What follows belongs to an exercise in optimizing a design on an open flow for small area; a production flow would make more cautious choices.
In this exercise RTL edits were held to simulation tests only and were not proved equivalent to the original.
Power is estimated from default activity; no workload was simulated.

`config.mk`:
```
export PLATFORM = sky130hd
export DESIGN_NAME = id_stage
export DESIGN_NICKNAME = id_stage
export VERILOG_FILES = /design/flow/design.v
export SDC_FILE = /design/flow/constraint.sdc
export NUM_CORES = 4
export LEC_CHECK = 0
export CAP_MARGIN = 10
export CORE_MARGIN = 2
export CORE_UTILIZATION = 35
export PLACE_DENSITY = 0.45
export SLEW_MARGIN = 10
export SYNTH_HIERARCHICAL = 1
```
`constraint.sdc`:
```
create_clock -name core_clock -period 15.0 [get_ports {clk}]
set_input_delay 3.0000 -clock core_clock [delete_from_list [all_inputs] [get_ports {clk}]]
set_output_delay 3.0000 -clock core_clock [all_outputs]
set_load 0.01 [all_outputs]
```
`design.v`:
```
package rv_isa_pkg;
	localparam int XLEN       = 64;
	localparam int REG_ADDR_W = 5;
	localparam int NUM_REGS   = 32;
	localparam logic [63:0] PC_STEP = 64'd4;
	localparam logic [6:0] OP_LUI    = 7'b0110111;
	localparam logic [6:0] OP_JAL    = 7'b1101111;
	localparam logic [6:0] OP_JALR   = 7'b1100111;
	localparam logic [6:0] OP_BRANCH = 7'b1100011;
	localparam logic [6:0] OP_LOAD   = 7'b0000011;
	localparam logic [6:0] OP_STORE  = 7'b0100011;
	localparam logic [6:0] OP_IMM    = 7'b0010011;
	localparam logic [6:0] OP_REG    = 7'b0110011;
	localparam logic [4:0] UOP_NOP  = 5'd0;
	localparam logic [4:0] UOP_ADD  = 5'd1;
	localparam logic [4:0] UOP_SUB  = 5'd2;
	localparam logic [4:0] UOP_AND  = 5'd3;
	localparam logic [4:0] UOP_OR   = 5'd4;
	localparam logic [4:0] UOP_XOR  = 5'd5;
	localparam logic [4:0] UOP_ADDI = 5'd6;
	localparam logic [4:0] UOP_LUI  = 5'd7;
	localparam logic [4:0] UOP_BEQ  = 5'd8;
	localparam logic [4:0] UOP_BNE  = 5'd9;
	localparam logic [4:0] UOP_BLT  = 5'd10;
	localparam logic [4:0] UOP_BGE  = 5'd11;
	localparam logic [4:0] UOP_BLTU = 5'd12;
	localparam logic [4:0] UOP_BGEU = 5'd13;
	localparam logic [4:0] UOP_JAL  = 5'd14;
	localparam logic [4:0] UOP_JALR = 5'd15;
	localparam logic [4:0] UOP_LD   = 5'd16;
	localparam logic [4:0] UOP_SD   = 5'd17;
	localparam logic [2:0] F3_ADD  = 3'b000;
	localparam logic [2:0] F3_XOR  = 3'b100;
	localparam logic [2:0] F3_OR   = 3'b110;
	localparam logic [2:0] F3_AND  = 3'b111;
	localparam logic [2:0] F3_DW   = 3'b011;
	localparam logic [2:0] F3_BEQ  = 3'b000;
	localparam logic [2:0] F3_BNE  = 3'b001;
	localparam logic [2:0] F3_BLT  = 3'b100;
	localparam logic [2:0] F3_BGE  = 3'b101;
	localparam logic [2:0] F3_BLTU = 3'b110;
	localparam logic [2:0] F3_BGEU = 3'b111;
	localparam logic [6:0] F7_BASE = 7'b0000000;
	localparam logic [6:0] F7_ALT  = 7'b0100000;
endpackage
`timescale 1ns/10ps
module id_decoder (
	input  logic [31:0] inst_i,
	output logic [4:0]  uop_o,
	output logic        rs1_en_o,
	output logic        rs2_en_o,
	output logic        is_jal_o,
	output logic        is_jalr_o,
	output logic        is_cond_o,
	output logic [63:0] imm_o
);
	logic [6:0] opc;
	logic [2:0] f3;
	logic [6:0] f7;
	logic is_lui, is_ld, is_sd, is_addi, is_reg;
	logic [4:0] reg_uop;
	assign opc = inst_i[6:0];
	assign f3  = inst_i[14:12];
	assign f7  = inst_i[31:25];
	assign is_lui    = (opc == rv_isa_pkg::OP_LUI);
	assign is_jal_o  = (opc == rv_isa_pkg::OP_JAL);
	assign is_jalr_o = (opc == rv_isa_pkg::OP_JALR) && (f3 == 3'b000);
	assign is_cond_o = (opc == rv_isa_pkg::OP_BRANCH) && (f3[2:1] != 2'b01);
	assign is_ld     = (opc == rv_isa_pkg::OP_LOAD) && (f3 == 3'b011);
	assign is_sd     = (opc == rv_isa_pkg::OP_STORE) && (f3 == 3'b011);
	assign is_addi   = (opc == rv_isa_pkg::OP_IMM) && (f3 == 3'b000);
	always_comb begin
		case ({f7, f3})
			{7'b0000000, 3'b000}: reg_uop = rv_isa_pkg::UOP_ADD;
			{7'b0100000, 3'b000}: reg_uop = rv_isa_pkg::UOP_SUB;
			{7'b0000000, 3'b111}: reg_uop = rv_isa_pkg::UOP_AND;
			{7'b0000000, 3'b110}: reg_uop = rv_isa_pkg::UOP_OR;
			{7'b0000000, 3'b100}: reg_uop = rv_isa_pkg::UOP_XOR;
			default:              reg_uop = rv_isa_pkg::UOP_NOP;
		endcase
	end
	assign is_reg = (opc == rv_isa_pkg::OP_REG) && (reg_uop != rv_isa_pkg::UOP_NOP);
	always_comb begin
		uop_o = rv_isa_pkg::UOP_NOP;
		if (is_lui)    uop_o = rv_isa_pkg::UOP_LUI;
		if (is_jal_o)  uop_o = rv_isa_pkg::UOP_JAL;
		if (is_jalr_o) uop_o = rv_isa_pkg::UOP_JALR;
		if (is_cond_o) uop_o = {2'b01, f3[1], f3[2] & !f3[1], f3[0]};
		if (is_ld)     uop_o = rv_isa_pkg::UOP_LD;
		if (is_sd)     uop_o = rv_isa_pkg::UOP_SD;
		if (is_addi)   uop_o = rv_isa_pkg::UOP_ADDI;
		if (opc == rv_isa_pkg::OP_REG) uop_o = reg_uop;
	end
	assign rs1_en_o = is_jalr_o | is_cond_o | is_ld | is_sd | is_addi | is_reg;
	assign rs2_en_o = is_cond_o | is_sd | is_reg;
	id_imm_gen u_imm (
		.fmt_u_i (is_lui),
		.fmt_j_i (is_jal_o),
		.fmt_i_i (is_jalr_o | is_ld | is_addi),
		.fmt_s_i (is_sd),
		.fmt_b_i (is_cond_o),
		.ib_i    (inst_i[31:7]),
		.imm_o   (imm_o)
	);
endmodule
module id_imm_gen (
	input  logic        fmt_u_i,
	input  logic        fmt_j_i,
	input  logic        fmt_i_i,
	input  logic        fmt_s_i,
	input  logic        fmt_b_i,
	input  logic [31:7] ib_i,
	output logic [63:0] imm_o
);
	logic [31:0] inst;
	assign inst = {ib_i, 7'b0};
	always_comb begin
		imm_o = '0;
		if (fmt_u_i) imm_o = {{32{inst[31]}}, inst[31:12], 12'b0};
		if (fmt_j_i) imm_o = {{43{inst[31]}}, inst[31], inst[19:12], inst[20], inst[30:21], 1'b0};
		if (fmt_i_i) imm_o = {{52{inst[31]}}, inst[31:20]};
		if (fmt_s_i) imm_o = {{52{inst[31]}}, inst[31:25], inst[11:7]};
		if (fmt_b_i) imm_o = {{51{inst[31]}}, inst[31], inst[7], inst[30:25], inst[11:8], 1'b0};
	end
endmodule
`timescale 1ns/10ps
module id_aoi3 (
	input  logic [2:0] s_i,
	input  logic [2:0] d_i,
	output logic       y_o
);
	assign y_o = ~|(s_i & d_i);
endmodule
module id_nand2 (
	input  logic a_i,
	input  logic b_i,
	output logic y_o
);
	assign y_o = ~(a_i & b_i);
endmodule
module id_nand4 (
	input  logic [3:0] a_i,
	output logic       y_o
);
	assign y_o = ~&a_i;
endmodule
module id_or3 (
	input  logic [2:0] a_i,
	output logic       y_o
);
	assign y_o = |a_i;
endmodule
module id_nand3 (
	input  logic [2:0] a_i,
	output logic       y_o
);
	assign y_o = ~&a_i;
endmodule
module id_o31ai (
	input  logic [2:0] a_i,
	input  logic       b_i,
	output logic       y_o
);
	assign y_o = ~(|a_i & b_i);
endmodule
module id_rd_bit (
	input  logic [30:0] s_i,
	input  logic [30:0] d_i,
	input  logic        rf_en_i,
	input  logic [2:0]  fs_i,
	input  logic [2:0]  fd_i,
	output logic        y_o
);
	logic [10:0] lo;
	logic [2:0]  hi;
	logic        rf_n, fw_n;
	for (genvar k = 0; k < 10; k++) begin : g_a
		id_aoi3 u_aoi (.s_i(s_i[3*k +: 3]), .d_i(d_i[3*k +: 3]), .y_o(lo[k]));
	end
	id_nand2 u_n2 (.a_i(s_i[30]), .b_i(d_i[30]), .y_o(lo[10]));
	id_nand4 u_n4a (.a_i(lo[3:0]), .y_o(hi[0]));
	id_nand4 u_n4b (.a_i(lo[7:4]), .y_o(hi[1]));
	id_nand3 u_n3  (.a_i(lo[10:8]), .y_o(hi[2]));
	id_o31ai u_rf (.a_i(hi), .b_i(rf_en_i), .y_o(rf_n));
	id_aoi3  u_fw (.s_i(fs_i), .d_i(fd_i), .y_o(fw_n));
	id_nand2 u_y  (.a_i(rf_n), .b_i(fw_n), .y_o(y_o));
endmodule
module id_regfile (
	input  logic        clk,
	input  logic        rst_i,
	input  logic [31:1] rd1_sel_i,
	input  logic [31:1] rd2_sel_i,
	input  logic        rd1_rf_en_i,
	input  logic        rd2_rf_en_i,
	input  logic [2:0]  rd1_fw_i,
	input  logic [2:0]  rd2_fw_i,
	input  logic [63:0] ex_data_i,
	input  logic [63:0] ls_data_i,
	output logic [63:0] rd1_data_o,
	output logic [63:0] rd2_data_o,
	input  logic        wr_valid_i,
	input  logic [4:0]  wr_addr_i,
	input  logic [63:0] wr_data_i
);
	logic [63:0] regs [1:31];
	logic [63:0] wdata;
	assign wdata = wr_data_i & {64{!rst_i}};
	for (genvar r = 1; r < 32; r++) begin : g_reg
		logic we;
		assign we = rst_i || (wr_valid_i && (wr_addr_i == r));
		always_ff @(posedge clk) begin
			if (we) regs[r] <= wdata;
		end
	end
	for (genvar b = 0; b < 64; b++) begin : g_bit
		logic [30:0] d;
		for (genvar r = 1; r < 32; r++) begin : g_d
			assign d[r - 1] = regs[r][b];
		end
		id_rd_bit u_rd1 (.s_i(rd1_sel_i), .d_i(d), .rf_en_i(rd1_rf_en_i), .fs_i(rd1_fw_i),
			.fd_i({wr_data_i[b], ls_data_i[b], ex_data_i[b]}), .y_o(rd1_data_o[b]));
		id_rd_bit u_rd2 (.s_i(rd2_sel_i), .d_i(d), .rf_en_i(rd2_rf_en_i), .fs_i(rd2_fw_i),
			.fd_i({wr_data_i[b], ls_data_i[b], ex_data_i[b]}), .y_o(rd2_data_o[b]));
	end
endmodule
`timescale 1ns/10ps
module id_operand_fwd (
	input  logic        en_i,
	input  logic [4:0]  rs_i,
	input  logic        ex_valid_i,
	input  logic [4:0]  ex_addr_i,
	input  logic        ls_valid_i,
	input  logic [4:0]  ls_addr_i,
	input  logic        wb_valid_i,
	input  logic [4:0]  wb_addr_i,
	input  logic        ex_is_load_i,
	output logic [31:1] rf_sel_o,
	output logic        rf_en_o,
	output logic [2:0]  fw_sel_o,
	output logic        ex_hit_o
);
	logic act, ex_hit, ls_hit, wb_hit, sel_ex;
	assign act    = en_i && (rs_i != '0);
	assign ex_hit = act && ex_valid_i && (ex_addr_i == rs_i);
	assign ls_hit = act && ls_valid_i && (ls_addr_i == rs_i);
	assign wb_hit = act && wb_valid_i && (wb_addr_i == rs_i);
	assign sel_ex   = ex_hit && !ex_is_load_i;
	assign fw_sel_o[0] = sel_ex;
	assign fw_sel_o[1] = ls_hit && !sel_ex;
	assign fw_sel_o[2] = wb_hit && !sel_ex && !ls_hit;
	assign rf_en_o     = act && !sel_ex && !ls_hit && !wb_hit;
	for (genvar r = 1; r < 32; r++) begin : g_sel
		assign rf_sel_o[r] = (rs_i == r);
	end
	assign ex_hit_o = ex_hit;
endmodule
`timescale 1ns/10ps
module id_branch_resolve (
	input  logic        is_jal_i,
	input  logic        is_jalr_i,
	input  logic        is_cond_i,
	input  logic [2:0]  f3_i,
	input  logic [63:0] imm_i,
	input  logic [63:0] pc_i,
	input  logic [63:0] op1_i,
	input  logic [63:0] op2_i,
	input  logic        bpu_taken_i,
	output logic        jump_o,
	output logic [63:0] jump_pc_o
);
	logic eq, lt_u, lt_s, cmp, taken, fall;
	logic [63:0] a, b, sum;
	logic [63:0] cl, ce;
	always_comb begin
		cl = ~op1_i & op2_i;
		ce = ~(op1_i ^ op2_i);
		for (int w = 1; w < 64; w = w * 2) begin
			for (int i = 0; i < 64; i = i + 2 * w) begin
				cl[i] = cl[i + w] | (ce[i + w] & cl[i]);
				ce[i] = ce[i + w] & ce[i];
			end
		end
	end
	assign eq   = ce[0];
	assign lt_u = cl[0];
	assign lt_s = (op1_i[63] != op2_i[63]) ? op1_i[63] : lt_u;
	always_comb begin
		case (f3_i[2:1])
			2'b10:   cmp = lt_s;
			2'b11:   cmp = lt_u;
			default: cmp = eq;
		endcase
	end
	assign taken = cmp ^ f3_i[0];
	assign jump_o = is_jalr_i || (is_jal_i && !bpu_taken_i)
		|| (is_cond_i && (taken != bpu_taken_i));
	assign fall = is_cond_i && bpu_taken_i && !taken;
	assign a = is_jalr_i ? op1_i : pc_i;
	assign b = imm_i;
	logic [30:0] g, p, gg, pp;
	logic        c31, bs;
	always_comb begin
		g  = a[30:0] & b[30:0];
		p  = a[30:0] ^ b[30:0];
		gg = g;
		pp = p;
		for (int d = 1; d < 31; d = d * 2) begin
			for (int i = 2 * d - 1; i < 31; i = i + 2 * d) begin
				gg[i] = gg[i] | (pp[i] & gg[i - d]);
				pp[i] = pp[i] & pp[i - d];
			end
		end
		for (int d = 8; d >= 1; d = d / 2) begin
			for (int i = 3 * d - 1; i < 31; i = i + 2 * d) begin
				gg[i] = gg[i] | (pp[i] & gg[i - d]);
				pp[i] = pp[i] & pp[i - d];
			end
		end
	end
	assign c31 = gg[30];
	assign sum[30:0] = p ^ {gg[29:0], 1'b0};
	logic [32:0] t, run;
	assign bs = b[31];
	assign t  = a[63:31] ^ {33{bs}};
	assign run[0] = 1'b1;
	id_and_prefix #(.N(32)) u_run (.x_i(t[31:0]), .y_o(run[32:1]));
	assign sum[63:31] = a[63:31] ^ (run & {33{c31 ^ bs}});
	logic [63:0] pc4;
	logic [63:2] inc;
	assign inc[2] = 1'b1;
	id_and_prefix #(.N(61)) u_inc (.x_i(pc_i[62:2]), .y_o(inc[63:3]));
	assign pc4 = {pc_i[63:2] ^ inc, pc_i[1:0]};
	assign jump_pc_o = fall ? pc4 : {sum[63:1], sum[0] && !is_jalr_i};
endmodule
module id_and_prefix #(
	parameter int N = 8
) (
	input  logic [N-1:0] x_i,
	output logic [N-1:0] y_o
);
	always_comb begin
		y_o = x_i;
		for (int d = 1; d < N; d = d * 2) begin
			for (int i = 2 * d - 1; i < N; i = i + 2 * d) begin
				y_o[i] = y_o[i] & y_o[i - d];
			end
		end
		for (int d = 32; d >= 1; d = d / 2) begin
			for (int i = 3 * d - 1; i < N; i = i + 2 * d) begin
				y_o[i] = y_o[i] & y_o[i - d];
			end
		end
	end
endmodule
`timescale 1ns/10ps
module id_stage (
	input  logic        clk,
	input  logic        rst_i,
	input  logic [31:0] inst_i,
	input  logic [63:0] pc_i,
	input  logic        if_valid_i,
	input  logic        bpu_taken_i,
	input  logic        ex_fwd_valid_i,
	input  logic [4:0]  ex_fwd_addr_i,
	input  logic [63:0] ex_fwd_data_i,
	input  logic        ls_fwd_valid_i,
	input  logic [4:0]  ls_fwd_addr_i,
	input  logic [63:0] ls_fwd_data_i,
	input  logic        wb_fwd_valid_i,
	input  logic [4:0]  wb_fwd_addr_i,
	input  logic [63:0] wb_fwd_data_i,
	input  logic        ex_is_load_i,
	input  logic        ex_ready_i,
	output logic        id_ready_o,
	output logic        id_flush_o,
	output logic        jump_o,
	output logic [63:0] jump_pc_o,
	output logic        id_ex_valid_o,
	output logic [4:0]  id_ex_uop_o,
	output logic [63:0] id_ex_op1_o,
	output logic [63:0] id_ex_op2_o,
	output logic [63:0] id_ex_imm_o,
	output logic [4:0]  id_ex_rd_o,
	output logic        id_ex_rd_en_o,
	output logic        id_ex_is_load_o,
	output logic        id_ex_is_store_o,
	output logic [63:0] id_ex_pc_o
);
	logic [4:0]  uop;
	logic        rs1_en, rs2_en;
	logic        is_jal, is_jalr, is_cond;
	logic [63:0] imm;
	logic [31:1] sel1, sel2;
	logic        rfen1, rfen2;
	logic [2:0]  fw1, fw2;
	logic [63:0] op1, op2;
	logic        ex1_hit, ex2_hit;
	logic        load_use;
	logic        br_jump;
	logic        accept;
	id_decoder u_decoder (
		.inst_i    (inst_i),
		.uop_o     (uop),
		.rs1_en_o  (rs1_en),
		.rs2_en_o  (rs2_en),
		.is_jal_o  (is_jal),
		.is_jalr_o (is_jalr),
		.is_cond_o (is_cond),
		.imm_o     (imm)
	);
	id_regfile u_regfile (
		.clk        (clk),
		.rst_i      (rst_i),
		.rd1_sel_i  (sel1),
		.rd2_sel_i  (sel2),
		.rd1_rf_en_i(rfen1),
		.rd2_rf_en_i(rfen2),
		.rd1_fw_i   (fw1),
		.rd2_fw_i   (fw2),
		.ex_data_i  (ex_fwd_data_i),
		.ls_data_i  (ls_fwd_data_i),
		.rd1_data_o (op1),
		.rd2_data_o (op2),
		.wr_valid_i (wb_fwd_valid_i),
		.wr_addr_i  (wb_fwd_addr_i),
		.wr_data_i  (wb_fwd_data_i)
	);
	id_operand_fwd u_fwd1 (
		.en_i         (rs1_en),
		.rs_i         (inst_i[19:15]),
		.ex_valid_i   (ex_fwd_valid_i),
		.ex_addr_i    (ex_fwd_addr_i),
		.ls_valid_i   (ls_fwd_valid_i),
		.ls_addr_i    (ls_fwd_addr_i),
		.wb_valid_i   (wb_fwd_valid_i),
		.wb_addr_i    (wb_fwd_addr_i),
		.ex_is_load_i (ex_is_load_i),
		.rf_sel_o     (sel1),
		.rf_en_o      (rfen1),
		.fw_sel_o     (fw1),
		.ex_hit_o     (ex1_hit)
	);
	id_operand_fwd u_fwd2 (
		.en_i         (rs2_en),
		.rs_i         (inst_i[24:20]),
		.ex_valid_i   (ex_fwd_valid_i),
		.ex_addr_i    (ex_fwd_addr_i),
		.ls_valid_i   (ls_fwd_valid_i),
		.ls_addr_i    (ls_fwd_addr_i),
		.wb_valid_i   (wb_fwd_valid_i),
		.wb_addr_i    (wb_fwd_addr_i),
		.ex_is_load_i (ex_is_load_i),
		.rf_sel_o     (sel2),
		.rf_en_o      (rfen2),
		.fw_sel_o     (fw2),
		.ex_hit_o     (ex2_hit)
	);
	assign load_use = ex_is_load_i && (ex1_hit || ex2_hit);
	id_branch_resolve u_branch (
		.is_jal_i    (is_jal),
		.is_jalr_i   (is_jalr),
		.is_cond_i   (is_cond),
		.f3_i        (inst_i[14:12]),
		.imm_i       (imm),
		.pc_i        (pc_i),
		.op1_i       (op1),
		.op2_i       (op2),
		.bpu_taken_i (bpu_taken_i),
		.jump_o      (br_jump),
		.jump_pc_o   (jump_pc_o)
	);
	assign id_ready_o = ex_ready_i && !load_use;
	assign accept     = if_valid_i && id_ready_o;
	assign jump_o     = accept && br_jump;
	assign id_flush_o = jump_o;
	logic [31:12] ib_q;
	always_ff @(posedge clk) begin
		if (rst_i) begin
			id_ex_valid_o <= 1'b0;
		end else if (ex_ready_i) begin
			id_ex_valid_o <= accept;
		end
	end
	logic slot_we, keep;
	assign slot_we = rst_i || accept;
	assign keep    = !rst_i;
	always_ff @(posedge clk) begin
		if (slot_we) begin
			id_ex_uop_o <= uop & {5{keep}};
			id_ex_op1_o <= op1 & {64{keep}};
			id_ex_op2_o <= op2 & {64{keep}};
			id_ex_rd_o  <= inst_i[11:7] & {5{keep}};
			id_ex_pc_o  <= pc_i & {64{keep}};
		end
	end
	always_ff @(posedge clk) begin
		if (accept) ib_q <= inst_i[31:12];
	end
	logic q_lui, q_jal, q_i, q_sd, q_br, q_ld, q_wr;
	assign q_lui = (id_ex_uop_o == rv_isa_pkg::UOP_LUI);
	assign q_jal = (id_ex_uop_o == rv_isa_pkg::UOP_JAL);
	assign q_ld  = (id_ex_uop_o == rv_isa_pkg::UOP_LD);
	assign q_sd  = (id_ex_uop_o == rv_isa_pkg::UOP_SD);
	assign q_i   = (id_ex_uop_o == rv_isa_pkg::UOP_JALR) || (id_ex_uop_o == rv_isa_pkg::UOP_ADDI) || q_ld;
	assign q_br  = (id_ex_uop_o >= rv_isa_pkg::UOP_BEQ) && (id_ex_uop_o <= rv_isa_pkg::UOP_BGEU);
	assign q_wr  = (id_ex_uop_o != rv_isa_pkg::UOP_NOP) && !q_br && !q_sd;
	id_imm_gen u_imm_q (
		.fmt_u_i (q_lui),
		.fmt_j_i (q_jal),
		.fmt_i_i (q_i),
		.fmt_s_i (q_sd),
		.fmt_b_i (q_br),
		.ib_i    ({ib_q, id_ex_rd_o}),
		.imm_o   (id_ex_imm_o)
	);
	assign id_ex_rd_en_o    = q_wr && (id_ex_rd_o != '0);
	assign id_ex_is_load_o  = q_ld;
	assign id_ex_is_store_o = q_sd;
endmodule
```
`flow/run.sh`:
```
#!/bin/bash
set -euo pipefail
HERE=$(pwd)
bash standard.sh \
  "PRE_FLOORPLAN_TCL=$HERE/flow/downsize.tcl" \
  "FASTROUTE_TCL=$HERE/flow/fastroute.tcl" \
  "BUFFER_PORTS_ARGS=-buffer_cell sky130_fd_sc_hd__buf_1" \
  "CTS_ARGS=-sink_clustering_enable -repair_clock_nets -dont_use_dummy_load -sink_clustering_size 24 -sink_clustering_max_diameter 100" \
  finish > standard.log 2>&1
```
`flow/downsize.tcl`:
```
# Area recovery before floorplan repair: every combinational cell that
# synthesis sized above the smallest drive strength of the same function
# is set back to that smallest variant; the flow's timing and design
# repairs then size up only what needs it. Registers are left as they are.
set db [ord::get_db]
set block [ord::get_db_block]
set n 0
set saved 0.0
foreach inst [$block getInsts] {
  set m [$inst getMaster]
  set name [$m getName]
  if {![regexp {^(sky130_fd_sc_hd__[a-z0-9]+)_([0-9]+)$} $name -> base drive]} { continue }
  if {[$m isSequential]} { continue }
  if {[regexp {__(df|edf|sdf|dl|sed|clk|conb|tap|fill|decap|diode|buf|dly|probe|lpflow)} $name]} { continue }
  set area [expr {[$m getWidth] * [$m getHeight]}]
  set best ""
  foreach d {0 1 2 4} {
    if {$d == $drive} { continue }
    set c [$db findMaster ${base}_$d]
    if {$c eq "NULL" || $c eq ""} { continue }
    set ca [expr {[$c getWidth] * [$c getHeight]}]
    if {$ca < $area} { set area $ca; set best $c }
  }
  if {$best ne ""} {
    set saved [expr {$saved + [$m getWidth] * [$m getHeight] - $area}]
    replace_cell [$inst getName] [$best getName]
    incr n
  }
}
puts "downsize: $n cells set to their smallest drive strength, [expr {$saved / 1e6}] um2 less"
```
`flow/fastroute.tcl`:
```
# Global routing layers as the platform sets them, with less of met1
# handed to global routing so that detailed routing keeps met1 free
# for pin access.
set_global_routing_layer_adjustment $::env(MIN_ROUTING_LAYER)-$::env(MAX_ROUTING_LAYER) 0.2
set_global_routing_layer_adjustment met1 0.7

set_routing_layers -clock $::env(MIN_CLK_ROUTING_LAYER)-$::env(MAX_ROUTING_LAYER)
set_routing_layers -signal $::env(MIN_ROUTING_LAYER)-$::env(MAX_ROUTING_LAYER)
```
`standard.sh`:
```
#!/bin/bash
# synth_recipe.tcl (not shown) runs the flow's synth.tcl, then flattens the netlist and writes it again
# the make line also repeats each setting of config.mk as NAME=value (left out here)
make -C /OpenROAD-flow-scripts/flow DESIGN_CONFIG=/design/flow/config.mk WORK_HOME=/design/flow/orfs CLKGATE_MAP_FILE= SYNTH_SCRIPT=/design/flow/synth_recipe.tcl "${@:-finish}"
```
==> impl_metrics.json, run 1 <==
{
  "status": "complete, no violations",
  "holdBufCountCts": 0,
  "path_cells": "buf_1 > nand3b_1 > nor2_4 > buf_4 > a222oi_1 > nand3_1 > o31ai_1 > nand2_1 > ha_1 > and4_1 > a221oi_1 > buf_4 > o21ai_1 > a2111oi_1 > nor3_1 > and4b_4 > buf_12 > mux2i_1 > buf_1",
  "leakage_nw": 35.6,
  "clock_latency_ns": 0.82,
  "pin_count": 649,
  "syn_inst": 6011,
  "cts_num_sinks": 2207,
  "numCtsBuffers": 114,
  "avgRoutedWirePerCell_microns": 46.3,
  "post_cts_buffers": 0,
  "cp_max_fo": 25,
  "fin_crit_sh": 0.954,
  "whs_endpoint": "id_ex_valid_o",
  "grtUsageTotal": 0.439,
  "worst_pin_slew_ns": 1.41,
  "dieHeight_microns": 527,
  "hold_path.class": "reg -> reg",
  "rows": 192,
  "r2r_cells": 5,
  "tritoncts": "yes",
  "grt_pass1_vias": 79300,
  "antenna_left": 0,
  "cp-end-kind": "output port",
  "ir_drop_uv": 99.9,
  "die_width_microns": 527,
  "finalSetupTns_ns": 0,
  "grt_pass1_wl_mm": 652,
  "avgSynthCellArea_sq_um": 15.9,
  "rsz0062_at_grt": "no",
  "path_delay_family": "simple AND/OR/NAND/NOR gates",
  "cp_slowest_cell": "nor2_4",
  "final_nets": 7446,
  "coreArea_sq_um": 273000,
  "route.met2.wl_mm": 211,
  "place_ws_ns": 0.964,
  "syn_to_final_growth_pct": 14.2,
  "post-dp-hpwl_mm": 334,
  "grt_max_degree": 140,
  "drv_cap": 0,
  "critPathBufInv": 5,
  "dr.max_layer_used": "met5",
  "clk_pin_slew_ns": 0.10,
  "start_util": 0.351,
  "place_area_sq_um": 106000,
  "required_ns": 12.00,
  "vias_per_cell": 6.97,
  "finish.instance_area_sq_um": 109000,
  "regToRegStartpoint": "u_regfile.regs[10][24]",
  "clk_path_buf_depth": 3,
  "min_path_cells": 2,
  "setup_slack_ns": 0.688,
  "firstDrtPassIters": 14,
  "period_minus_slack_ns": 14.31,
  "setup_viol": 0,
  "fmax_ghz": 0.0699,
  "htreeDepth": 3,
  "worstReg2RegEnd": "id_ex_op1_o[24]",
  "port_buffers": 648,
  "skew_ns": 0.114,
  "maxSlewViolCount": 0,
  "wl_mm": 494,
  "gp_congestion": 0.989,
  "critPathLaunchType": "input pin",
  "overflow": 0,
  "drt-met1-wl_mm": 131,
  "syn_nets": 6432,
  "cts-resized-gates": 0,
  "drc": 0,
  "power_per_cell_area_nw_per_um2": 110,
  "drt_iter0_drc": 9202,
  "cts-root-buf": "clkbuf_16",
  "max_stage_delay_ns": 1.10,
  "dr_wl_met3_mm": 118,
  "synth_area_sq_um": 95800,
  "final_util": 0.401,
  "finalHoldViolCount": 0,
  "finalPower_mw": 12.1,
  "drive_gt1_frac": 0.0970,
  "yosysWarningCount": 14,
  "crit_type": "in -> out",
  "cp.arrival_ns": 11.31,
  "antenna_found_initial": 83,
  "slew_headroom": 0.0617,
  "num_vias": 74300,
  "die_area_sq_um": 278000,
  "regToRegSetupSlack_ns": 11.70,
  "min_from": "id_ex_valid_o"
}
==> area by class of cell <==
| type | instances | area [sq um] |
|---|---|---|
| diodes | 57 | 143 |
| clock buffers | 114 | 2850 |
| fillers | 25300 | 164000 |
| inverters | 123 | 462 |
| multi-input cells | 3556 | 29200 |
| flip-flops and latches | 2207 | 66300 |
| well taps | 3589 | 4490 |
| repair buffers | 1023 | 5900 |
==> layout by cell type, fill, tap and decap left out, types with 131 or more instances in the layout <==
| cell type | n |
|---|---|
| nand2_1 | 358 |
| o31ai_1 | 131 |
| nand3_1 | 161 |
| buf_1 | 640 |
| xnor2_1 | 132 |
| nand4_1 | 281 |
| a222oi_1 | 1408 |
| buf_4 | 318 |
| edfxtp_1 | 2206 |
| nor2b_1 | 262 |
==> sequential cells by signal, indices dropped and copies added (netlist names) <==
signal and cells:
u_regfile.regs 1984, id_ex_op1_o 64, id_ex_pc_o 64, id_ex_valid_o 1, id_ex_uop_o 5, id_ex_op2_o 64, ib_q 20, id_ex_rd_o 5
==> per-layer routing <==
metal  track usage  vias up
li1              -    29600
met1         0.649    35500
met2         0.518     7864
met3         0.420     1284
met4         0.191      119
met5        0.0883        -
==> worst max-delay path by stage <==
stage / from / to / slack (ns) / cells after the start
floorplan: inst_i[26] / jump_pc_o[54] / 0.33 / 26
global placement: inst_i[23] / jump_pc_o[31] / 0.88 / 21
detailed placement: inst_i[23] / jump_pc_o[31] / 0.96 / 21
CTS: inst_i[23] / jump_pc_o[31] / 0.96 / 21
global route: inst_i[23] / jump_pc_o[31] / 0.51 / 19
finish: inst_i[21] / jump_pc_o[31] / 0.69 / 19
==> report_power, final <==
group	switching (mW)	internal [mW]	total, mW
Sequential	0.248	7.36	7.60
Clock	1.97	1.34	3.32
Combinational	0.885	0.273	1.16
==> stage by stage <==
step | hold slack, ns | instances
after floorplan | 0.493 | 6011
after global placement | 0.462 | 10500
after detailed placement | 0.472 | 10500
after CTS | 0.485 | 10600
after global routing | 0.515 | 10600
final | 0.482 | 10700
==> worst register-to-register path, delay by kind of cell (launching register included) <==
family	cells	cell delay, ns
flip-flops	1	0.41
AND/OR/NAND/NOR	3	1.33
AO/OA/AOI/OAI	2	1.20
==> inputs of run 2 (changes only) <==
--- a/design.v
+++ b/design.v
@@ -124,9 +124,9 @@
 	end
 endmodule
 `timescale 1ns/10ps
-module id_aoi3 (
-	input  logic [2:0] s_i,
-	input  logic [2:0] d_i,
+module id_aoi2 (
+	input  logic [1:0] s_i,
+	input  logic [1:0] d_i,
 	output logic       y_o
 );
 	assign y_o = ~|(s_i & d_i);
@@ -144,20 +144,14 @@
 );
 	assign y_o = ~&a_i;
 endmodule
-module id_or3 (
-	input  logic [2:0] a_i,
-	output logic       y_o
-);
-	assign y_o = |a_i;
-endmodule
 module id_nand3 (
 	input  logic [2:0] a_i,
 	output logic       y_o
 );
 	assign y_o = ~&a_i;
 endmodule
-module id_o31ai (
-	input  logic [2:0] a_i,
+module id_o41ai (
+	input  logic [3:0] a_i,
 	input  logic       b_i,
 	output logic       y_o
 );
@@ -171,19 +165,20 @@
 	input  logic [2:0]  fd_i,
 	output logic        y_o
 );
-	logic [10:0] lo;
-	logic [2:0]  hi;
-	logic        rf_n, fw_n;
-	for (genvar k = 0; k < 10; k++) begin : g_a
-		id_aoi3 u_aoi (.s_i(s_i[3*k +: 3]), .d_i(d_i[3*k +: 3]), .y_o(lo[k]));
+	logic [15:0] lo;
+	logic [3:0]  hi;
+	logic        rf_n, fa_n, fb_n;
+	for (genvar k = 0; k < 15; k++) begin : g_a
+		id_aoi2 u_aoi (.s_i(s_i[2*k +: 2]), .d_i(d_i[2*k +: 2]), .y_o(lo[k]));
+	end
+	id_nand2 u_n2 (.a_i(s_i[30]), .b_i(d_i[30]), .y_o(lo[15]));
+	for (genvar k = 0; k < 4; k++) begin : g_n
+		id_nand4 u_n4 (.a_i(lo[4*k +: 4]), .y_o(hi[k]));
 	end
-	id_nand2 u_n2 (.a_i(s_i[30]), .b_i(d_i[30]), .y_o(lo[10]));
-	id_nand4 u_n4a (.a_i(lo[3:0]), .y_o(hi[0]));
-	id_nand4 u_n4b (.a_i(lo[7:4]), .y_o(hi[1]));
-	id_nand3 u_n3  (.a_i(lo[10:8]), .y_o(hi[2]));
-	id_o31ai u_rf (.a_i(hi), .b_i(rf_en_i), .y_o(rf_n));
-	id_aoi3  u_fw (.s_i(fs_i), .d_i(fd_i), .y_o(fw_n));
-	id_nand2 u_y  (.a_i(rf_n), .b_i(fw_n), .y_o(y_o));
+	id_o41ai u_rf (.a_i(hi), .b_i(rf_en_i), .y_o(rf_n));
+	id_aoi2  u_fa (.s_i(fs_i[1:0]), .d_i(fd_i[1:0]), .y_o(fa_n));
+	id_nand2 u_fb (.a_i(fs_i[2]), .b_i(fd_i[2]), .y_o(fb_n));
+	id_nand3 u_y  (.a_i({rf_n, fa_n, fb_n}), .y_o(y_o));
 endmodule
 module id_regfile (
 	input  logic        clk,
==> impl_metrics.json, run 2 <==
{
  "crit_type": "in -> out",
  "overflow": 0,
  "fin_crit_sh": 0.992,
  "top_register": "u_regfile.regs",
  "power_per_cell_area_nw_per_um2": 107,
  "start_util": 0.351,
  "cp-end-kind": "output port",
  "max_stage_delay_ns": 1.10,
  "grtUsageMet2": 0.543,
  "path_delay_family": "compound AO/OA/AOI/OAI gates",
  "drt_iter0_drc": 5666,
  "drc": 0,
  "htreeDepth": 3,
  "coreArea_sq_um": 282000,
  "avgSynthCellArea_sq_um": 14.3,
  "clock_latency_ns": 0.84,
  "status": "complete, no violations",
  "finalSetupTns_ns": 0,
  "die_width_microns": 535,
  "antenna_found_initial": 51,
  "skew_ns": 0.0925,
  "hold_path.class": "reg -> reg",
  "dieHeight_microns": 535,
  "drv_cap": 0,
  "grtUsageTotal": 0.462,
  "fmax_ghz": 0.0672,
  "synth_area_sq_um": 98800,
  "setup_slack_ns": 0.127,
  "finalPower_mw": 12.1,
  "final_cell_mix": "2206 x edfxtp_1, 2048 x a22oi_1, 633 x buf_1, 537 x nand4_1, 406 x buf_4",
  "critPathBufInv": 6,
  "period_minus_slack_ns": 14.87,
  "path_common_cell": "buf_4",
  "antenna_left": 0,
  "vias_per_cell": 6.72,
  "numCtsBuffers": 114,
  "yosysWarningCount": 14,
  "final_nets": 8399,
  "whs_ns": 0.484,
  "cts-root-buf": "clkbuf_16",
  "critPathLaunchType": "input pin",
  "post-dp-hpwl_mm": 349,
  "drive_gt1_frac": 0.0924,
  "firstDrtPassIters": 6,
  "place_ws_ns": 0.409,
  "setup_viol": 0,
  "grt_pass1_wl_mm": 703,
  "syn_inst": 6907,
  "clk_path_buf_depth": 3,
  "worst_pin_slew_ns": 1.34,
  "port_buffers": 648,
  "grtUsageMet1": 0.643,
  "largest_register_ffs": 1984,
  "layout_commonest_cell": "edfxtp_1",
  "layoutNonFillerInstCount": 11800,
  "nFillCells": 26300,
  "cts_num_sinks": 2207,
  "num_vias": 79000,
  "grt_max_degree": 100,
  "rows": 195,
  "cp.arrival_ns": 11.87,
  "slew_headroom": 0.0804,
  "cp_slowest_cell": "o41ai_1",
  "grt_pass1_vias": 85000,
  "rsz0062_at_grt": "no",
  "top_usage_layer": "met1",
  "syn_nets": 7328,
  "avgRoutedWirePerCell_microns": 45.3,
  "clk_pin_slew_ns": 0.09,
  "ir_drop_uv": 99.4,
  "gp_congestion": 1.01,
  "syn_to_final_growth_pct": 14.3,
  "tritoncts": "yes",
  "pin_count": 649,
  "leakage_nw": 35.4,
  "die_area_sq_um": 287000,
  "required_ns": 12.00,
  "wl_mm": 533,
  "met3_usage": 0.449,
  "finalHoldViolCount": 0,
  "place_inst": 11600,
  "maxSlewViolCount": 0,
  "cp_max_fo": 33
}
run 2: report_power, final:
part	switching (mW)	internal, mW	total (mW)
logic	0.923	0.265	1.19
clock network	1.98	1.34	3.33
registers	0.255	7.36	7.61
run 2: path summary, 6_finish.rpt:
kind	from	endpoint	slack [ns]	cells past startpoint
worst min register to register	id_ex_valid_o	id_ex_valid_o	0.48	2
worst max register to register	u_regfile.regs[27][7]	id_ex_op2_o[7]	12.01	5
worst max-delay path	inst_i[18]	jump_pc_o[41]	0.13	27
worst min-delay path	id_ex_valid_o	id_ex_valid_o	0.48	2
run 2: worst register-to-register path: cells and delay by family, from the launching register on:
kind            cells  cell delay (ns)
simple gates        3             0.90
compound gates      2             1.37
flops               1             0.41
run 2: routing by layer:
layer	vias to the layer above	part of all wire
li1	31400	-
met1	37100	0.25
met2	8739	0.43
met3	1619	0.24
met4	138	0.075
met5	-	0.0056
run 2: stage by stage:
step | instance area (sq um) | utilization
2_1_floorplan | 98800 | -
3_3_place_gp | 110000 | 0.390
3_5_place_dp | 110000 | 0.390
4_1_cts | 113000 | 0.400
5_1_grt | 113000 | 0.401
6_report | 113000 | 0.401
run 2: final cells by class:
class | count | area [sq um] | area share
timing repair buffer | 1080 | 6230 | 0.0552
tap | 3743 | 4680 | 0.0415
antenna | 38 | 95.1 | 0.000842
clock buffer | 114 | 2850 | 0.0253
inverter | 123 | 462 | 0.00409
multi-input combinational | 4452 | 32300 | 0.286
sequential | 2207 | 66300 | 0.587
run 2: repair_timing:
action | CTS | global route
endpoints found under the setup margin | 0 | 4
resized for setup | 0 | 3
hold buffers | 0 | 0
setup buffers | 0 | 0
==> inputs of run 3 (changes only) <==
==> flow/fastroute.tcl (replaced) <==
# Global routing layers as the platform sets them, with less of met1
# handed to global routing so that detailed routing keeps met1 free
# for pin access.
set_global_routing_layer_adjustment $::env(MIN_ROUTING_LAYER)-$::env(MAX_ROUTING_LAYER) 0.2
set_global_routing_layer_adjustment met1 0.6

set_routing_layers -clock $::env(MIN_CLK_ROUTING_LAYER)-$::env(MAX_ROUTING_LAYER)
set_routing_layers -signal $::env(MIN_ROUTING_LAYER)-$::env(MAX_ROUTING_LAYER)
--- a/config.mk
+++ b/config.mk
@@ -7,7 +7,7 @@
 export LEC_CHECK = 0
 export CAP_MARGIN = 10
 export CORE_MARGIN = 2
-export CORE_UTILIZATION = 35
-export PLACE_DENSITY = 0.45
+export CORE_UTILIZATION = 42
+export PLACE_DENSITY = 0.55
 export SLEW_MARGIN = 10
 export SYNTH_HIERARCHICAL = 1
==> impl_metrics.json, run 3 <==
{
  "holdBufCountCts": 0,
  "synth_area_sq_um": 98800,
  "dieHeight_microns": 489,
  "grt_pass1_vias": 80800,
  "fmax_ghz": 0.0678,
  "rsz0062_at_grt": "no",
  "largest_register_ffs": 1984,
  "syn_to_final_growth_pct": 13.3,
  "cts-root-buf": "clkbuf_16",
  "overflow": 0,
  "internal_power_mw": 8.90,
  "syn_nets": 7328,
  "finish.instance_area_sq_um": 112000,
  "start_util": 0.421,
  "fin_crit_sh": 0.984,
  "crit_type": "in -> out",
  "whs_ns": 0.482,
  "drive_gt1_frac": 0.0895,
  "final_nets": 8401,
  "cp-startpoint": "inst_i[18]",
  "cp.arrival_ns": 11.76,
  "firstDrtPassIters": 8,
  "die_area_sq_um": 239000,
  "skew_ns": 0.0615,
  "post_cts_buffers": 0,
  "coreArea_sq_um": 235000,
  "period_minus_slack_ns": 14.76,
  "status": "complete, no violations",
  "regToRegStartpoint": "u_regfile.regs[9][63]",
  "ir_drop_uv": 92.2,
  "seq_power_share": 0.636,
  "layout_commonest_cell": "edfxtp_1",
  "cp_slowest_cell": "nor2_4",
  "clk_pin_slew_ns": 0.09,
  "tritoncts": "yes",
  "numCtsBuffers": 108,
  "grt_max_degree": 71,
  "cts-resized-gates": 0,
  "place_area_sq_um": 109000,
  "setup_viol": 0,
  "wl_mm": 481,
  "rows": 178,
  "clockPowerShare": 0.269,
  "leakage_nw": 35.2,
  "post-dp-hpwl_mm": 320,
  "grt_pass1_wl_mm": 640,
  "yosysWarningCount": 14,
  "cts_num_sinks": 2207,
  "drc": 0,
  "clock_latency_ns": 0.83,
  "maxSlewViolCount": 0,
  "min_from": "id_ex_valid_o",
  "worst_pin_slew_ns": 1.39,
  "p_switching_mw": 3.08,
  "avgSynthCellArea_sq_um": 14.3,
  "syn_inst": 6907,
  "slew_headroom": 0.0611,
  "final_cell_mix": "2206 x edfxtp_1, 2048 x a22oi_1, 646 x buf_1, 537 x nand4_1, 405 x buf_4",
  "required_ns": 12.00,
  "antenna_left": 0,
  "top_register": "u_regfile.regs",
  "finalSetupTns_ns": 0,
  "drt_iter0_drc": 7281,
  "die_width_microns": 489,
  "finalHoldViolCount": 0,
  "pin_count": 649,
  "drv_cap": 0,
  "gp_congestion": 1.03,
  "htreeDepth": 3,
  "cp_max_fo": 33,
  "comb_power_share": 0.095,
  "port_buffers": 648,
  "nFillCells": 20600,
  "vias_per_cell": 7.07,
  "cp-end-kind": "output port",
  "clk_path_buf_depth": 3,
  "max_stage_delay_ns": 0.99,
  "critPathBufInv": 5,
  "hold_path.class": "reg -> reg",
  "critPathLaunchType": "input pin",
  "num_vias": 78900,
  "power_per_cell_area_nw_per_um2": 107,
  "grtUsageTotal": 0.474,
  "path_delay_family": "compound AO/OA/AOI/OAI gates",
  "antenna_found_initial": 45,
  "avgRoutedWirePerCell_microns": 43.2,
  "switching_share": 0.257
}
## run 3: final timing paths
check,endpoint,slack [ns],depth (start not counted)
max,jump_pc_o[57],0.24,26
min,id_ex_valid_o,0.48,2
max reg2reg,id_ex_op1_o[63],11.59,5
min reg2reg,id_ex_valid_o,0.48,2
## run 3: stage by stage
| stage | util | worst slack, ns | cells | total power [mW] |
|---|---|---|---|---|
| 2_1_floorplan | - | 0.276 | 6907 | 8.19 |
| 3_3_place_gp | 0.465 | 0.430 | 11000 | 8.81 |
| 3_5_place_dp | 0.465 | 0.469 | 11000 | 8.83 |
| 4_1_cts | 0.477 | 0.412 | 11100 | 11.9 |
| 5_1_grt | 0.477 | 0.0576 | 11100 | 12.2 |
| 6_report | 0.477 | 0.240 | 11200 | 12.0 |
## run 3: final cells by class
class,count,area [sq um],area share
clock buffer,108,2700,0.0241
sequential,2207,66300,0.592
multi-input combinational,4452,32300,0.288
antenna,28,70.1,0.000626
tap,3150,3940,0.0352
inverter,123,462,0.00413
timing repair buffer,1088,6200,0.0554
## run 3: tightest hold or removal path: cells and delay by family, from the launching register on
kind	cells	cell delay [ns]
AO/OA/AOI/OAI	1	0.06
AND/OR/NAND/NOR	1	0.06
flip-flops	1	0.32
## run 3: power groups by stage
stage	clock, mW	sequential, mW	combinational [mW]
after floorplan	0	7.72	0.465
after global placement	0	7.72	1.09
after detailed placement	0	7.74	1.09
after CTS	3.23	7.60	1.09
after global routing	3.41	7.66	1.17
final	3.22	7.61	1.14
## run 3: per-layer routing
| metal | GRT usage | up-vias | share of wire |
|---|---|---|---|
| met2 | 0.565 | 7697 | 0.42 |
| met1 | 0.644 | 38100 | 0.28 |
| met5 | 0.0795 | - | 0.0055 |
| met4 | 0.275 | 97 | 0.082 |
| li1 | - | 31400 | - |
| met3 | 0.409 | 1618 | 0.21 |

==> what the ideal ports hide <==
No port has a modelled driver above. Below, the same layouts with a new extraction and two added sets of constraints. Step 1 sets driving cells, clkbuf_16 on the clock port and buf_2 on the other inputs (assumed; they add their load-dependent delay and slew). Step 2 also shifts input and output timing later by t, the mid clock arrival at the registers, as if the neighbouring blocks saw the same clock. Slacks: ideal ports / drivers / drivers and shift; pairs: ideal ports / drivers.
| run | t, ns | slack for setup (ns) | worst setup path at the end | slew at the worst register clock pin (ns) | worst data-port slew with drivers (ns) |
|---|---|---|---|---|---|
| run 1 | 0.883 | 0.688 / 0.655 / 0.655 | input to output | 0.10 / 0.10 | 0.25 |
| run 2 | 0.905 | 0.127 / 0.032 / 0.032 | input to output | 0.11 / 0.11 | 0.31 |
| run 3 | 0.893 | 0.240 / 0.202 / 0.202 | input to output | 0.10 / 0.10 | 0.22 |
After both steps every run listed still meets setup and hold. For run 2, which loses most, drivers alone change the setup slack by -0.095 ns; drivers and shift together by -0.095 ns.
